Background: an optimization exercise with open tools, aiming at small area, a short achievable clock period and few clock cycles. Do not read the settings as production practice. Only simulation tests tie the RTL to the original design; equivalence was not proved.

==> design.v <==
`default_nettype none
package vu_pkg;
	localparam int NUM_LANES   = 4;	 
	localparam int LANE_BITS   = 2;	 
	localparam int NUM_REGS    = 8;	 
	localparam int REG_BITS    = 3;	 
	localparam int DATA_W      = 32;	 
	localparam int ISSUE_W     = 4;	 
	localparam int TID_W       = 8;	 
	localparam int QUEUE_DEPTH = 4;	 
	typedef logic [DATA_W-1:0]    data_t;
	typedef logic [REG_BITS-1:0]  reg_idx_t;
	typedef logic [ISSUE_W-1:0]   issue_no_t;
	typedef logic [NUM_LANES-1:0] lane_mask_t;
	typedef logic [TID_W-1:0]     tid_t;
	typedef enum logic [2:0] {
		OP_ADD  = 3'd0,	 
		OP_SUB  = 3'd1,	 
		OP_AND  = 3'd2,
		OP_OR   = 3'd3,
		OP_XOR  = 3'd4,
		OP_MUL  = 3'd5,	 
		OP_ADDS = 3'd6,	 
		OP_TID  = 3'd7	 
	} opcode_e;
	typedef struct packed {
		logic       valid;
		opcode_e    op;
		reg_idx_t   rd;
		reg_idx_t   rs1;
		reg_idx_t   rs2;
		data_t      scalar;
		tid_t       thread_id;
		issue_no_t  issue_no;
		lane_mask_t lanes;	 
	} command_t;
	typedef struct packed {
		logic     valid;
		opcode_e  op;
		reg_idx_t rd;
		data_t    operand_a;
		data_t    operand_b;
		data_t    scalar;
		tid_t     thread_id;
	} exec_t;
	typedef struct packed {
		logic     valid;
		reg_idx_t rd;
		data_t    result;
	} wb_t;
endpackage
`default_nettype wire
`default_nettype none
module lane_regfile (
	input  wire                     clock,
	input  wire                     rst,
	input  wire  vu_pkg::reg_idx_t  rd_addr_a,	 
	input  wire  vu_pkg::reg_idx_t  rd_addr_b,	 
	input  wire  vu_pkg::reg_idx_t  rd_addr_s,	 
	output vu_pkg::data_t           rd_data_a,
	output vu_pkg::data_t           rd_data_b,
	output vu_pkg::data_t           rd_data_s,
	input  wire                     wr_en,
	input  wire  vu_pkg::reg_idx_t  wr_addr,
	input  wire  vu_pkg::data_t     wr_data
);
	vu_pkg::data_t regs [vu_pkg::NUM_REGS];
	always_ff @(posedge clock) begin
		if (rst) begin
			for (int i = 0; i < vu_pkg::NUM_REGS; i++) begin
				regs[i] <= '0;	 
			end
		end else if (wr_en) begin
			regs[wr_addr] <= wr_data;
		end
	end
	assign rd_data_a = regs[rd_addr_a];
	assign rd_data_b = regs[rd_addr_b];
	assign rd_data_s = regs[rd_addr_s];	 
endmodule
`default_nettype wire
`default_nettype none
module lane_alu #(
	parameter int LANE_ID = 0	 
) (
	input  wire                    clock,
	input  wire                    rst,
	input  wire  vu_pkg::exec_t    exec,
	output vu_pkg::wb_t            wb
);
	vu_pkg::data_t result;
	vu_pkg::data_t tid_index;
	assign tid_index = vu_pkg::data_t'(exec.thread_id) * vu_pkg::data_t'(vu_pkg::NUM_LANES)
		+ vu_pkg::data_t'(LANE_ID);
	always_comb begin
		case (exec.op)
			vu_pkg::OP_ADD:  result = exec.operand_a + exec.operand_b;
			vu_pkg::OP_SUB:  result = exec.operand_a - exec.operand_b;
			vu_pkg::OP_AND:  result = exec.operand_a & exec.operand_b;
			vu_pkg::OP_OR:   result = exec.operand_a | exec.operand_b;
			vu_pkg::OP_XOR:  result = exec.operand_a ^ exec.operand_b;
			vu_pkg::OP_MUL:  result = exec.operand_a * exec.operand_b;	 
			vu_pkg::OP_ADDS: result = exec.operand_a + exec.scalar;
			vu_pkg::OP_TID:  result = tid_index;
			default:         result = '0;
		endcase
	end
	always_ff @(posedge clock) begin
		if (rst) begin
			wb.valid <= 1'b0;
		end else begin
			wb.valid  <= exec.valid;
			wb.rd     <= exec.rd;
			wb.result <= result;
		end
	end
endmodule
`default_nettype wire
`default_nettype none
module lane_unit #(
	parameter int LANE_ID = 0
) (
	input  wire                       clock,
	input  wire                       rst,
	input  wire  vu_pkg::command_t    cmd,	 
	input  wire  vu_pkg::reg_idx_t    scalar_reg,
	output vu_pkg::data_t             scalar_data,
	output logic                      done	 
);
	vu_pkg::data_t rf_data_a;
	vu_pkg::data_t rf_data_b;
	vu_pkg::exec_t exec_d;
	vu_pkg::exec_t exec_q;
	vu_pkg::exec_t exec_alu;	 
	vu_pkg::wb_t   wb;
	logic          fwd_a_d;
	logic          fwd_b_d;
	logic          fwd_a_q;
	logic          fwd_b_q;
	lane_regfile regfile_i (
		.clock     (clock),
		.rst       (rst),
		.rd_addr_a (cmd.rs1),
		.rd_addr_b (cmd.rs2),
		.rd_addr_s (scalar_reg),
		.rd_data_a (rf_data_a),
		.rd_data_b (rf_data_b),
		.rd_data_s (scalar_data),
		.wr_en     (wb.valid),
		.wr_addr   (wb.rd),
		.wr_data   (wb.result)
	);
	always_comb begin
		fwd_a_d = exec_q.valid && (exec_q.rd == cmd.rs1);	 
		fwd_b_d = exec_q.valid && (exec_q.rd == cmd.rs2);
		exec_d.valid     = cmd.valid;
		exec_d.op        = cmd.op;
		exec_d.rd        = cmd.rd;
		exec_d.scalar    = cmd.scalar;
		exec_d.thread_id = cmd.thread_id;
		exec_d.operand_a = (wb.valid && wb.rd == cmd.rs1) ? wb.result : rf_data_a;
		exec_d.operand_b = (wb.valid && wb.rd == cmd.rs2) ? wb.result : rf_data_b;
	end
	always_ff @(posedge clock) begin
		if (rst) begin
			exec_q.valid <= 1'b0;
			fwd_a_q      <= 1'b0;
			fwd_b_q      <= 1'b0;
		end else begin
			exec_q  <= exec_d;
			fwd_a_q <= fwd_a_d;
			fwd_b_q <= fwd_b_d;
		end
	end
	always_comb begin
		exec_alu = exec_q;
		if (fwd_a_q) begin
			exec_alu.operand_a = wb.result;
		end
		if (fwd_b_q) begin
			exec_alu.operand_b = wb.result;
		end
	end
	lane_alu #(
		.LANE_ID (LANE_ID)
	) alu_i (
		.clock (clock),
		.rst   (rst),
		.exec  (exec_alu),
		.wb    (wb)
	);
	always_ff @(posedge clock) begin
		if (rst) begin
			done <= 1'b0;
		end else begin
			done <= wb.valid;
		end
	end
endmodule
`default_nettype wire
`default_nettype none
module commit_agg (
	input  wire                        clock,
	input  wire                        rst,
	input  wire                        accept,
	input  wire  vu_pkg::issue_no_t    issue_no,
	input  wire  vu_pkg::lane_mask_t   lanes,
	input  wire  vu_pkg::lane_mask_t   lane_done,	 
	output logic                       full,
	output logic                       commit_req,
	output vu_pkg::issue_no_t          commit_no,
	input  wire                        commit_grant
);
	typedef logic [$clog2(vu_pkg::QUEUE_DEPTH)-1:0]   qptr_t;
	typedef logic [$clog2(vu_pkg::QUEUE_DEPTH+1)-1:0] cnt_t;
	vu_pkg::issue_no_t  q_issue   [vu_pkg::QUEUE_DEPTH];
	vu_pkg::lane_mask_t q_mask    [vu_pkg::QUEUE_DEPTH];
	vu_pkg::lane_mask_t q_done    [vu_pkg::QUEUE_DEPTH];
	vu_pkg::lane_mask_t done_next [vu_pkg::QUEUE_DEPTH];
	logic [vu_pkg::QUEUE_DEPTH-1:0] occupied;
	logic [vu_pkg::QUEUE_DEPTH-1:0] complete;
	qptr_t head_ptr;
	qptr_t next_ptr;
	qptr_t wr_ptr;
	qptr_t cmp_ptr [vu_pkg::NUM_LANES];	 
	qptr_t cmp_hit [vu_pkg::NUM_LANES];	 
	cnt_t  count;
	logic  retire;
	assign full     = (count == cnt_t'(vu_pkg::QUEUE_DEPTH));
	assign retire   = commit_req && commit_grant;
	assign next_ptr = head_ptr + qptr_t'(1);
	always_comb begin
		for (int i = 0; i < vu_pkg::QUEUE_DEPTH; i++) begin
			occupied[i] = cnt_t'(qptr_t'(qptr_t'(i) - head_ptr)) < count;
		end
		for (int l = 0; l < vu_pkg::NUM_LANES; l++) begin
			logic  found;
			qptr_t slot;
			found      = 1'b0;
			cmp_hit[l] = cmp_ptr[l];
			for (int k = 0; k < vu_pkg::QUEUE_DEPTH; k++) begin
				slot = cmp_ptr[l] + qptr_t'(k);
				if (!found && occupied[slot] && q_mask[slot][l] && !q_done[slot][l]) begin
					cmp_hit[l] = slot;
					found      = 1'b1;
				end
			end
		end
		for (int i = 0; i < vu_pkg::QUEUE_DEPTH; i++) begin
			done_next[i] = q_done[i];
		end
		for (int l = 0; l < vu_pkg::NUM_LANES; l++) begin
			if (lane_done[l]) begin
				done_next[cmp_hit[l]][l] = 1'b1;
			end
		end
		for (int i = 0; i < vu_pkg::QUEUE_DEPTH; i++) begin
			complete[i] = &(done_next[i] | ~q_mask[i]);	 
		end
	end
	always_ff @(posedge clock) begin
		if (accept) begin
			q_issue[wr_ptr] <= issue_no;
			q_mask[wr_ptr]  <= lanes;
		end
	end
	always_ff @(posedge clock) begin
		if (rst) begin
			head_ptr   <= '0;
			wr_ptr     <= '0;
			count      <= '0;
			commit_req <= 1'b0;
			commit_no  <= '0;
			for (int i = 0; i < vu_pkg::QUEUE_DEPTH; i++) begin
				q_done[i] <= '0;
			end
			for (int l = 0; l < vu_pkg::NUM_LANES; l++) begin
				cmp_ptr[l] <= '0;
			end
		end else begin
			for (int i = 0; i < vu_pkg::QUEUE_DEPTH; i++) begin
				q_done[i] <= done_next[i];
			end
			for (int l = 0; l < vu_pkg::NUM_LANES; l++) begin
				if (lane_done[l]) begin
					cmp_ptr[l] <= cmp_hit[l] + qptr_t'(1);
				end else if (retire && cmp_ptr[l] == head_ptr) begin
					cmp_ptr[l] <= next_ptr;	 
				end
			end
			if (accept) begin
				q_done[wr_ptr] <= '0;	 
				wr_ptr         <= wr_ptr + qptr_t'(1);
			end
			if (retire) begin
				head_ptr <= next_ptr;
			end
			count <= count + cnt_t'(accept) - cnt_t'(retire);
			if (retire) begin
				if (occupied[next_ptr] && complete[next_ptr]) begin
					commit_no <= q_issue[next_ptr];	 
				end else begin
					commit_req <= 1'b0;
				end
			end else if (!commit_req && occupied[head_ptr] && complete[head_ptr]) begin
				commit_req <= 1'b1;
				commit_no  <= q_issue[head_ptr];
			end
		end
	end
endmodule
`default_nettype wire
`default_nettype none
module vector_unit (
	input  wire                                 clock,
	input  wire                                 rst,
	input  wire                                 cmd_valid,
	input  wire  [2:0]                          cmd_op,
	input  wire  [vu_pkg::REG_BITS-1:0]         cmd_rd,
	input  wire  [vu_pkg::REG_BITS-1:0]         cmd_rs1,
	input  wire  [vu_pkg::REG_BITS-1:0]         cmd_rs2,
	input  wire  [vu_pkg::DATA_W-1:0]           cmd_scalar,
	input  wire  [vu_pkg::TID_W-1:0]            cmd_thread_id,
	input  wire  [vu_pkg::ISSUE_W-1:0]          cmd_issue_no,
	input  wire  [vu_pkg::NUM_LANES-1:0]        cmd_lanes,
	output logic                                cmd_ready,
	input  wire  [vu_pkg::LANE_BITS-1:0]        scalar_lane,
	input  wire  [vu_pkg::REG_BITS-1:0]         scalar_reg,
	output logic [vu_pkg::DATA_W-1:0]           scalar_data,
	output logic                                commit_req,
	output logic [vu_pkg::ISSUE_W-1:0]          commit_no,
	input  wire                                 commit_grant
);
	vu_pkg::command_t   cmd;
	logic               accept;
	logic               full;
	vu_pkg::lane_mask_t lane_done;
	vu_pkg::data_t      lane_sdata [vu_pkg::NUM_LANES];
	always_comb begin
		cmd.valid     = cmd_valid;
		cmd.op        = vu_pkg::opcode_e'(cmd_op);
		cmd.rd        = cmd_rd;
		cmd.rs1       = cmd_rs1;
		cmd.rs2       = cmd_rs2;
		cmd.scalar    = cmd_scalar;
		cmd.thread_id = cmd_thread_id;
		cmd.issue_no  = cmd_issue_no;
		cmd.lanes     = cmd_lanes;
	end
	assign cmd_ready   = ~full;	 
	assign accept      = cmd.valid & ~full;
	assign scalar_data = lane_sdata[scalar_lane];
	for (genvar i = 0; i < vu_pkg::NUM_LANES; i++) begin : g_lane
		vu_pkg::command_t lane_cmd;
		always_comb begin
			lane_cmd       = cmd;
			lane_cmd.valid = accept & cmd.lanes[i];	 
		end
		lane_unit #(
			.LANE_ID (i)
		) lane_i (
			.clock       (clock),
			.rst         (rst),
			.cmd         (lane_cmd),
			.scalar_reg  (scalar_reg),
			.scalar_data (lane_sdata[i]),
			.done        (lane_done[i])
		);
	end
	commit_agg commit_agg_i (
		.clock        (clock),
		.rst          (rst),
		.accept       (accept),
		.issue_no     (cmd.issue_no),
		.lanes        (cmd.lanes),
		.lane_done    (lane_done),
		.full         (full),
		.commit_req   (commit_req),
		.commit_no    (commit_no),
		.commit_grant (commit_grant)
	);
endmodule
`default_nettype wire
==> run.sh <==
#!/bin/bash
# synth_recipe.tcl (not shown) runs the flow's synth.tcl, then flattens the netlist and writes it again
# the make line also repeats each setting of config.mk as NAME=value (left out here)
make -C /OpenROAD-flow-scripts/flow DESIGN_CONFIG=/design/flow/config.mk WORK_HOME=/design/flow/orfs CLKGATE_MAP_FILE= SYNTH_SCRIPT=/design/flow/synth_recipe.tcl finish
==> config.mk <==
export PLATFORM = sky130hd
export DESIGN_NAME = vector_unit
export DESIGN_NICKNAME = vector_unit
export VERILOG_FILES = /design/flow/design.v
export SDC_FILE = /design/flow/constraint.sdc
export NUM_CORES = 4
export LEC_CHECK = 0
export CAP_MARGIN = 20
export CORE_MARGIN = 2
export CORE_UTILIZATION = 40
export PLACE_DENSITY = 0.6
export SLEW_MARGIN = 20
==> constraint.sdc <==
create_clock -name core_clock -period 10.0 [get_ports {clock}]
set_input_delay 2.0000 -clock core_clock [delete_from_list [all_inputs] [get_ports {clock}]]
set_output_delay 2.0000 -clock core_clock [all_outputs]
set_load 0.01 [all_outputs]
==> run notes <==
## worst paths after layout
kind | endpoint | slack, ps
max | g_lane[3].lane_i.alu_i.wb[31]$_DFFE_PN_ | 580
min | g_lane[0].lane_i.done$_SDFF_PP0_ | 430
max reg2reg | g_lane[3].lane_i.alu_i.wb[31]$_DFFE_PN_ | 580
min reg2reg | g_lane[0].lane_i.done$_SDFF_PP0_ | 430
## worst reg2reg max path, delay by kind of cell (launching register included)
kind	cells	cell delay [ps]
fa+ha+maj	10	4460
compound gates	7	1910
buf+inv	6	1260
flops	1	890
xor+xnor	1	360
mux	1	210
simple gates	1	80
## routing by layer
| metal | vias to the layer above | track usage [%] | share of wire [%] |
|---|---|---|---|
| met5 | - | 0 | 0.046 |
| met2 | 8620 | 43.9 | 41 |
| met1 | 62653 | 42.2 | 38 |
| met3 | 1517 | 12.4 | 15 |
| met4 | 26 | 16.0 | 6.0 |
| li1 | 51292 | - | - |
## layout by cell type, fill, tap and decap left out, types with 34 or more instances in the layout
cell / Yosys / final
a211oi_1: 68 / 68
a21o_1: 110 / 110
a21oi_1: 569 / 568
a221oi_1: 61 / 61
and2_1: 1047 / 1047
buf_4: 13 / 600
clkbuf_16: 0 / 190
clkdlybuf4s50_1: 0 / 95
clkinv_1: 83 / 109
dfxtp_1: 66 / 58
diode_2: 0 / 50
edfxtp_1: 1489 / 1489
fa_1: 1637 / 1637
ha_1: 902 / 902
inv_1: 1705 / 1704
inv_2: 36 / 36
mux2_2: 40 / 40
mux2i_1: 480 / 404
mux2i_2: 28 / 81
mux2i_4: 14 / 37
mux4_2: 850 / 850
nand2_1: 1234 / 1232
nand2b_1: 58 / 56
nand3_1: 71 / 69
nand4_1: 34 / 34
nor2_1: 1816 / 1752
nor2_2: 2 / 53
nor2b_1: 51 / 50
nor3_1: 103 / 103
o21a_1: 47 / 47
o21ai_0: 551 / 517
o22ai_1: 102 / 102
xnor2_1: 413 / 413
xor2_1: 93 / 93
## layout make-up
type / instances / area (sq um) / area share (%)
clock buffer: 230 / 5000 / 2.81
multi-input combinational: 10813 / 106000 / 59.7
clock inverter: 110 / 1280 / 0.715
inverter: 1824 / 6860 / 3.84
sequential: 1555 / 46000 / 25.8
timing repair buffer: 720 / 5880 / 3.30
antenna: 50 / 125 / 0.0701
tap: 5405 / 6760 / 3.79
## state kept, by name, summed over array words and instances (netlist names), 3 cells and up, named ones only
register and flops:
g_lane.lane_i.fwd_a_q 4, commit_agg_i.q_done 16, commit_agg_i.q_mask 16, g_lane.lane_i.alu_i.wb 135, g_lane.lane_i.fwd_b_q 4, g_lane.lane_i.exec_q 306, g_lane.lane_i.regfile_i.regs 1024, commit_agg_i.commit_no 4
commit_agg_i.cmp_ptr 8, g_lane.lane_i.done 4, commit_agg_i.count 3, commit_agg_i.q_issue 16
## cells by family (layout without fill, tap and decap cells)
logic type	Yosys count	count (layout)	synth area share, %
adder cells (fa/ha/maj)	2539	2539	27.2
XOR/XNOR	509	509	2.77
AO/OA/AOI/OAI	1776	1776	6.58
AND/OR/NAND/NOR	4570	4570	12.9
other	0	50	0
flip-flops	1555	1555	28.4
multiplexers	1419	1419	15.6
buffers and inverters	2796	2884	6.60
## metrics by stage
| stage | hold WS, ps | setup WS (ps) | cells | cell area, sq um |
|---|---|---|---|---|
| CTS | 442 | 753 | 20656 | 178000 |
| finish | 434 | 576 | 20707 | 178000 |
| floorplan | 427 | 622 | 15164 | 162000 |
| global route | 456 | 270 | 20680 | 178000 |
| detailed placement | 422 | 708 | 20316 | 172000 |
| global placement | 422 | 817 | 20316 | 172000 |
==> impl_metrics.yaml <==
setup_path:
  crit_buf_inv: 6
  reg2regPathDepth: 26
  cp-end-kind: "register"
  critical_path_cell_count: 26
  worstPathArrival_ps: 10050
  path_common_cell: "fa_1"
  critPathSlowestCell: "edfxtp_1"
  r2r_start: "g_lane[3].lane_i.alu_i.wb[9]$_DFFE_PN_"
  worstPathRequired_ps: 10620
  critPathMaxFanout: 15
  crit_path_start: "g_lane[3].lane_i.alu_i.wb[9]$_DFFE_PN_"
  cp-start-kind: "register"
  cp_top_family: "adder cells"
  path_class: "register to register"
  cp_slowest_stage_delay_ps: 890
global_route:
  grt_overflow: 0
  grtUsageTotal_pct: 31.5
  grt_pass1_wl_microns: 918000
  antenna_found_initial: 65
  grt_pass1_vias: 122949
  grt_max_degree: 153
floorplanning:
  core_region_area_sq_mm: 0.403
  rows: 233
  io_pins: 107
  die_w_microns: 640
  initial_utilization_pct: 40.2
  die_y_microns: 640
  die_area_sq_mm: 0.410
sta:
  tightest_slew_ps: 1200
  finalClockSkew_ps: 89.6
  fmax_mhz: 106
  finalCritPeriodShare_pct: 94.2
  setup_tns_ps: 0
  relSlewSlack_pct: 17.6
  period_minus_slack_ps: 9420
  hold_viol_final: 0
  slew_viol_final: 0
  grt_setup_unrepaired: "no"
  finalSetupViolCount: 0
synth:
  synth_area_leader_cell: "edfxtp_1"
  ys_seq_area_share_pct: 28.4
  synth_edf_count: 1489
  synth_top_area_share_pct: 27.6
  postSynth.asyncResetShare_pct: 0
  syn_inst: 15164
  synthesis.area_sq_mm: 0.162
  synth_most_common_cell: "nor2_1"
  synth_area_leaders: "edfxtp_1 (28%), fa_1 (20%), mux4_2 (12%)"
  synth.net_count: 17772
  ys_warn_count: 15
  ys_seq_elements: 1555
  avgSynthCellArea_sq_um: 10.7
  ys_types: 97
  synthTopCellsByCount: "nor2_1 (1816), inv_1 (1705), fa_1 (1637)"
  synth-main-ff-cell: "edfxtp_1"
clock_network:
  clk_latency_ps: 920
  cts_buffer_depth: 4
  cts.clk_slew.worst_paths_ps: 60
  hold_buffers: 0
  post_cts.repair.setup_buffers: 0
  cts-resized-gates: 0
  cts_buffers: 186
  cts-root-buf: "clkbuf_16"
  cts_tree: "yes"
  cts_sinks: 1555
  htree_num_levels: 4
place:
  gp_congestion: 1.04
  hpwl_microns: 474000
  io_buffers: 106
drt:
  dr.first_iter.drc_count: 17466
  wl_per_cell_microns: 31.4
  post_drt_via_cell_ratio: 5.99
  first_pass_iters: 10
  vias: 124108
  finalWirelength_microns: 650000
  antenna_left: 0
  drcViolationCount: 0
min_path:
  hold_class: "register to register"
  whs_path_depth: 2
  min-delay-start: "g_lane[0].lane_i.alu_i.wb[35]$_SDFF_PP0_"
cells_and_area:
  num-fill-cells: 37534
  nets: 17708
  area_growth_pct: 10.1
  drive_gt1_share_pct: 13.9
  utilization_pct: 44.2
status:
  outcome: "finished clean"
run:
  drv_cap: 0
Testbench counts, summed over its fixed seeds: cycles 4,023.

-- re-timing with driven ports --
The flow's constraints put no driver on any port. The routed layout listed below was extracted and timed again, unchanged, in two steps. Step 1 assumes that a clkbuf_16 drives the clock port and a buf_2 every other input. Step 2 times the ports against the registers' clock, not the clock port: input delays grow and output delays shrink by t, the midpoint of the rising clock arrivals with the driver on. Three values: ideal ports, drivers, drivers and shift; two values: the first two.
shift t [ns]: 0.988
setup slack, ns: 0.576 / 0.576 / 0.576
latest minus earliest clock arrival (ns): 0.095 / 0.094
worst register clock-pin slew, ns: 0.09 / 0.09
worst data-port slew with drivers (ns): 0.10
After both steps this run still meets setup and hold. The setup slack of this run moves by 0.000 ns with the drivers and by 0.000 ns with both steps.
